This is an optimization exercise on Yosys and OpenROAD, whose aim is small area, a short achievable clock period and few clock cycles per item, not a production implementation. Function was checked by simulation only, so behaviour that the tests miss may differ from the original.

## flow/design.v (module list and top-level ports; edited modules follow where they fit)
// module iirf_seq: 36 lines
// module iirf_fb_tree: 2332 lines
// module iirf_ff_tree: 805 lines
// module direct_form_iir_filter_unit: 188 lines
module direct_form_iir_filter_unit #(
  parameter int MAX_FF_TAPS = 8,
  parameter int MAX_FB_TAPS = 8
) (
  input  logic                                  clk,
  input  logic                                  rst,
  input  logic                                  in_valid,
  output logic                                  in_ready,
  input  logic                                  func,
  input  logic [iirf_pkg::CIDX_W-1:0]           coef_index,
  input  logic signed [iirf_pkg::COEF_W-1:0]    coef_value,
  input  logic [iirf_pkg::SAMPLE_W-1:0]         sample,
  output logic                                  out_valid,
  input  logic                                  out_ready,
  output logic signed [iirf_pkg::OUT_W-1:0]     filtered,
  input  logic                                  cfg_valid,
  output logic                                  cfg_ready,
  input  logic [iirf_pkg::CFG_IDX_W-1:0]        cfg_index,
  input  logic [iirf_pkg::CFG_DATA_W-1:0]       cfg_data
);
  // ...
==> flow/run.sh <==
#!/bin/bash
# synth_recipe.tcl (not shown) runs the flow's synth.tcl, then flattens the netlist and writes it again
# the make line also repeats each setting of config.mk as NAME=value (left out here)
make -C /OpenROAD-flow-scripts/flow DESIGN_CONFIG=/design/flow/config.mk WORK_HOME=/design/flow/orfs CLKGATE_MAP_FILE= SYNTH_SCRIPT=/design/flow/synth_recipe.tcl finish
==> flow/config.mk <==
export PLATFORM = sky130hd
export DESIGN_NAME = direct_form_iir_filter_unit
export DESIGN_NICKNAME = direct_form_iir_filter_unit
export VERILOG_FILES = /design/flow/design.v
export SDC_FILE = /design/flow/constraint.sdc
export NUM_CORES = 4
export LEC_CHECK = 0
export CAP_MARGIN = 20
export CORE_MARGIN = 2
export CORE_UTILIZATION = 40
export SLEW_MARGIN = 20
==> flow/constraint.sdc <==
create_clock -name core_clock -period 11.0 [get_ports {clk}]
set_input_delay 2.2000 -clock core_clock [delete_from_list [all_inputs] [get_ports {clk}]]
set_output_delay 2.2000 -clock core_clock [all_outputs]
set_load 0.01 [all_outputs]
==> flow_results.xml, run 1 <==
<?xml version="1.0" encoding="UTF-8"?>
<metrics>
  <group name="run_status">
    <metric name="status" unit="">complete, no violations</metric>
  </group>
  <group name="yosys">
    <metric name="postSynth.topFlopCell" unit="">sky130_fd_sc_hd__edfxtp_1</metric>
    <metric name="postSynthNetCount" unit="">10800</metric>
    <metric name="synth_top_family_by_area" unit="">adder cells</metric>
    <metric name="ys_async_sr_fraction" unit="%">0</metric>
    <metric name="ys_top_cells_by_count" unit="">sky130_fd_sc_hd__inv_1, sky130_fd_sc_hd__edfxtp_1, sky130_fd_sc_hd__a22oi_1</metric>
    <metric name="synth-xor-area-share" unit="%">9.48</metric>
    <metric name="synth_mux_area_share" unit="%">4.76</metric>
  </group>
  <group name="global_route">
    <metric name="grt_pass1_vias" unit="">78200</metric>
    <metric name="met3_usage" unit="%">4.41</metric>
    <metric name="grt_first_pass_wirelength" unit="um">503000</metric>
    <metric name="antenna_found_initial" unit="">14</metric>
  </group>
  <group name="final_layout">
    <metric name="layout.cells.most_common_list" unit="">sky130_fd_sc_hd__inv_1, sky130_fd_sc_hd__edfxtp_1, sky130_fd_sc_hd__a22oi_1</metric>
    <metric name="layout.area.seq" unit="um2">44200</metric>
    <metric name="nMultiInputCombCells" unit="">5778</metric>
    <metric name="multiInputGateArea" unit="um2">58000</metric>
    <metric name="n_sequential_cell" unit="">1680</metric>
    <metric name="antenna_cells" unit="">16</metric>
  </group>
  <group name="worst_setup_path">
    <metric name="critical_path.n_buffers_inverters" unit="">10</metric>
    <metric name="timing.setup.critical_path_class" unit="">reg -&gt; reg</metric>
    <metric name="critical-path-slowest-cell" unit="">sky130_fd_sc_hd__buf_4</metric>
    <metric name="worst-r2r-cell-count" unit="">19</metric>
    <metric name="critical_path_startpoint" unit="">s1_a[1]</metric>
    <metric name="timing.critical_path.slowest_cell_delay" unit="ns">0.75</metric>
    <metric name="setup.worst_path.start_class" unit="">flip-flop</metric>
    <metric name="cp_capture_point" unit="">s2_fbs[29]</metric>
  </group>
  <group name="detailed_routing">
    <metric name="wl_per_cell" unit="um">26.3</metric>
    <metric name="finalWirelength" unit="um">340000</metric>
  </group>
  <group name="clock_network">
    <metric name="ctsLongestPathBuffers" unit="">3</metric>
    <metric name="cts.repair.resized" unit="">0</metric>
  </group>
  <group name="sta">
    <metric name="finalWorstPathRequiredPeriod" unit="ns">6.58</metric>
  </group>
  <group name="placed_design">
    <metric name="port-buffer-count" unit="">97</metric>
    <metric name="dp_cells" unit="">12500</metric>
  </group>
  <group name="die">
    <metric name="die-width" unit="um">526</metric>
    <metric name="fp-row-count" unit="">191</metric>
    <metric name="floorplan.io_pins" unit="">99</metric>
  </group>
  <group name="run">
    <metric name="max-cap-violations" unit="">0</metric>
  </group>
</metrics>
Testbench counts, summed over its fixed seeds: cycles 14,456, items 2,304.
==> inputs of run 2 (changes only) <==
--- a/flow/config.mk
+++ b/flow/config.mk
@@ -8,4 +8,6 @@
 export CAP_MARGIN = 20
 export CORE_MARGIN = 2
 export CORE_UTILIZATION = 40
+export SETUP_SLACK_MARGIN = 5
 export SLEW_MARGIN = 20
+export TNS_END_PERCENT = 100
==> run 2 against run 1 <==
Synthesized cell count unchanged. First-iteration DRC count up 2.6%. Register-to-register slack improved by 0.72 ns. Cell area grew 0.23%. Via count grew 0.13%. Hold slack worse by 0.0099 ns. Critical path type unchanged. Largest cell class unchanged. Highest routed layer unchanged.
==> flow_results.xml, run 2 <==
<?xml version="1.0" encoding="UTF-8"?>
<metrics>
  <group name="final_layout">
    <metric name="layout.cells.most_common_list" unit="">sky130_fd_sc_hd__inv_1, sky130_fd_sc_hd__edfxtp_1, sky130_fd_sc_hd__a22oi_1</metric>
    <metric name="largestRegisters" unit="">y_h: 384 flops, aco: 256 flops, bco: 256 flops</metric>
    <metric name="net_count_of_the_finished_layout" unit="">10500</metric>
    <metric name="syn2layout_area_growth" unit="%">10.8</metric>
    <metric name="flip_flop_count_of_the_largest_register_after_layout" unit="">384</metric>
    <metric name="layout_commonest_cell" unit="">sky130_fd_sc_hd__inv_1</metric>
    <metric name="finalNonFillerCells" unit="">12900</metric>
    <metric name="drive_gt1_share" unit="%">10.4</metric>
    <metric name="max_flop_register" unit="">y_h</metric>
  </group>
  <group name="detailed_routing">
    <metric name="ant_nets" unit="">0</metric>
    <metric name="via_count" unit="">75500</metric>
    <metric name="drt_first_iter_violations" unit="">8329</metric>
    <metric name="finalWirelength" unit="um">339000</metric>
    <metric name="drt_pre_antenna_iters" unit="">8</metric>
    <metric name="wl_per_cell" unit="um">26.3</metric>
    <metric name="vias_per_cell" unit="">5.85</metric>
    <metric name="drc_errors" unit="">0</metric>
  </group>
  <group name="die">
    <metric name="die_area" unit="um2">276000</metric>
    <metric name="fp-row-count" unit="">191</metric>
    <metric name="initial_utilization" unit="%">40.2</metric>
    <metric name="die-width" unit="um">526</metric>
    <metric name="floorplan.io_pins" unit="">99</metric>
    <metric name="die-height" unit="um">526</metric>
    <metric name="placeableCoreArea" unit="um2">271000</metric>
  </group>
  <group name="worst_setup_path">
    <metric name="timing.setup.critical_path_class" unit="">reg -&gt; reg</metric>
    <metric name="setup.worst_path.start_class" unit="">flip-flop</metric>
    <metric name="path_max_fanout" unit="">27</metric>
    <metric name="critical_path_startpoint" unit="">s1_a[5]</metric>
    <metric name="cp_data_arrival_time" unit="ns">6.62</metric>
    <metric name="critical_path.reg2reg.startpoint" unit="">s1_a[5]</metric>
    <metric name="critical_path_required" unit="ns">11.76</metric>
    <metric name="timing.critical_path.to_type" unit="">flip-flop</metric>
  </group>
  <group name="sta">
    <metric name="hold_viol" unit="">0</metric>
    <metric name="final_setup_margin" unit="ns">5.14</metric>
    <metric name="worst_slew_margin_relative_to_its_limit" unit="%">17.0</metric>
    <metric name="worst-slew-pin-transition" unit="ns">1.24</metric>
    <metric name="setup-tns-final" unit="ns">0</metric>
    <metric name="worst_hold_slack" unit="ns">0.416</metric>
    <metric name="finalWorstPathRequiredPeriod" unit="ns">5.86</metric>
    <metric name="max_freq" unit="MHz">171</metric>
    <metric name="clock-skew-final" unit="ns">0.0928</metric>
    <metric name="rsz0062_at_grt" unit="">yes</metric>
    <metric name="final-setup-viol-count" unit="">0</metric>
    <metric name="period_share" unit="%">53.3</metric>
    <metric name="report.final.slew_viol_count" unit="">0</metric>
  </group>
  <group name="yosys">
    <metric name="synthesis.area_per_instance" unit="um2">11.5</metric>
    <metric name="yosysSeqAreaShare" unit="%">40.6</metric>
    <metric name="synth.top_cells.by_area" unit="">sky130_fd_sc_hd__edfxtp_1, sky130_fd_sc_hd__fa_1, sky130_fd_sc_hd__dfxtp_1</metric>
    <metric name="synth_largest_area_cell" unit="">sky130_fd_sc_hd__edfxtp_1</metric>
    <metric name="postSynthNetCount" unit="">10800</metric>
    <metric name="synth_enable_flop_cells" unit="">1056</metric>
    <metric name="postSynth.topFlopCell" unit="">sky130_fd_sc_hd__edfxtp_1</metric>
    <metric name="syn_inst" unit="">9420</metric>
    <metric name="synth-warning-count" unit="">8</metric>
    <metric name="yosys_register_bits" unit="">1680</metric>
    <metric name="synth.most_common_cell" unit="">sky130_fd_sc_hd__inv_1</metric>
    <metric name="ys_top_cells_by_count" unit="">sky130_fd_sc_hd__inv_1, sky130_fd_sc_hd__edfxtp_1, sky130_fd_sc_hd__a22oi_1</metric>
    <metric name="syn-cell-area" unit="um2">109000</metric>
    <metric name="ys_async_sr_fraction" unit="%">0</metric>
    <metric name="yosys.cell_types.count" unit="">85</metric>
    <metric name="synth_top_area_share" unit="%">29.1</metric>
  </group>
  <group name="global_route">
    <metric name="globalRouteOverflowTotal" unit="">0</metric>
    <metric name="grt_pass1_vias" unit="">78700</metric>
    <metric name="antenna_found_initial" unit="">14</metric>
    <metric name="grt_use_total" unit="%">24.2</metric>
    <metric name="grt_first_pass_wirelength" unit="um">505000</metric>
    <metric name="pin_count_of_the_biggest_net_entering_global_routing" unit="">73</metric>
  </group>
  <group name="clock_network">
    <metric name="clock-sinks" unit="">1680</metric>
    <metric name="numCtsBuffers" unit="">181</metric>
    <metric name="cts_hold_repair.buffers" unit="">0</metric>
    <metric name="ctsRootBufferMaster" unit="">sky130_fd_sc_hd__clkbuf_16</metric>
    <metric name="clock_insertion_delay_worst_skew" unit="ns">0.89</metric>
    <metric name="cts.reportedPaths.clkPinSlew" unit="ns">0.06</metric>
    <metric name="ctsLongestPathBuffers" unit="">3</metric>
    <metric name="cts.htree.levels" unit="">4</metric>
    <metric name="cts_tree" unit="">yes</metric>
  </group>
  <group name="hold_path">
    <metric name="holdCritStartpoint" unit="">x_h[5][12]</metric>
    <metric name="hold_path_class" unit="">reg -&gt; reg</metric>
  </group>
  <group name="placed_design">
    <metric name="dpl.hpwl" unit="um">211000</metric>
    <metric name="dp_cells" unit="">12500</metric>
    <metric name="pre_cts_slack" unit="ns">4.08</metric>
    <metric name="gp_routability_congestion" unit="">0.896</metric>
    <metric name="port-buffer-count" unit="">97</metric>
  </group>
  <group name="run_status">
    <metric name="status" unit="">complete, no violations</metric>
  </group>
  <group name="run">
    <metric name="max-cap-violations" unit="">0</metric>
  </group>
</metrics>
==> run 2: what timing repair did <==
item | CTS | global route
pin swaps | 2 | 0
buffers inserted | 2 | 0
resized for setup | 17 | 35
setup endpoints to repair | 342 | 394
cloned | 1 | 0
==> run 2: critical path: stages, from the launching register on <==
cell and delay (ns):
sky130_fd_sc_hd__dfxtp_2 0.55, sky130_fd_sc_hd__inv_1 0.16, sky130_fd_sc_hd__ha_4 0.62, sky130_fd_sc_hd__buf_4 0.50, sky130_fd_sc_hd__a22oi_1 0.18, sky130_fd_sc_hd__xor2_1 0.22, sky130_fd_sc_hd__fa_1 0.58, sky130_fd_sc_hd__inv_1 0.06
sky130_fd_sc_hd__fa_1 0.52, sky130_fd_sc_hd__inv_1 0.06, sky130_fd_sc_hd__fa_1 0.53, sky130_fd_sc_hd__inv_1 0.06, sky130_fd_sc_hd__fa_1 0.55, sky130_fd_sc_hd__inv_1 0.06, sky130_fd_sc_hd__fa_1 0.54, sky130_fd_sc_hd__inv_1 0.06
sky130_fd_sc_hd__fa_1 0.46
==> run 2: through the flow <==
step / instance area (um2) / utilization, %
floorplan: 109000 / -
global placement: 114000 / 41.9
detailed placement: 114000 / 42.0
CTS: 120000 / 44.3
global route: 120000 / 44.5
finish: 120000 / 44.5
==> run 2: area by class of cell <==
| class | instances | area, um2 |
|---|---|---|
| Inverter | 1224 | 4620 |
| Antenna cell | 15 | 37.5 |
| Timing Repair Buffer | 300 | 2710 |
| Tap cell | 3570 | 4470 |
| Clock buffer | 249 | 5010 |
| Sequential cell | 1680 | 44200 |
| Fill cell | 24600 | 150000 |
| Multi-Input combinational cell | 5779 | 58100 |
| Clock inverter | 90 | 1330 |
==> run 2: final timing paths <==
kind / endpoint / slack [ns] / depth (start not counted)
hold reg to reg: x_h[6][12] / 0.42 / 0
setup / recovery: s2_fbs[28] / 5.14 / 16
hold / removal: x_h[6][12] / 0.42 / 0
setup reg to reg: s2_fbs[28] / 5.14 / 16
==> run 2: cell families after synthesis <==
group	count (synthesis)	share of synthesized area, %
other	1	0.00345
buffers and inverters	1962	6.81
AOI/OAI and AO/OA	1905	12.7
xor gates and xnor gates	1178	9.48
adders and majority gates	1279	21.0
muxes	339	4.76
and+or+nand+nor	1076	4.57
DFF	1680	40.6
==> run 2: metal layers <==
metal | GRT usage (%) | routed length (um) | up-vias
met5 | 0 | 79 | -
met4 | 11.5 | 17200 | 12
met3 | 5.01 | 32200 | 920
met2 | 38.1 | 155000 | 4111
met1 | 31.8 | 135000 | 38500
li1 | - | - | 32000

what the ideal ports hide:
No port has a modelled driver above. Below, the same layouts with a new extraction and two added sets of constraints.
Step 1: set_driving_cell puts a clkbuf_16 on clk and a buf_2 on each other input, an assumption about the parent block.
Step 2 times the ports against the registers' clock, not the clock port: input delays grow and output delays shrink by t, the midpoint of the rising clock arrivals with the driver on.
Three values: ideal, step 1, step 2; two values: the first two.
run | t (ns) | setup WS [ns] | hold slack, ns | slew at the worst register clock pin (ns) | worst slew at a driven data input, ns
run 1 | 0.921 | 4.422 / 4.422 / 4.422 | 0.426 / 0.426 / 0.426 | 0.07 / 0.07 | 0.09
run 2 | 0.939 | 5.139 / 5.139 / 4.529 | 0.416 / 0.416 / 0.416 | 0.07 / 0.07 | 0.11
After both steps setup and hold are still met in every run listed. The setup slack of run 2, which loses most, moves by 0.000 ns with the drivers and by -0.610 ns with both steps.
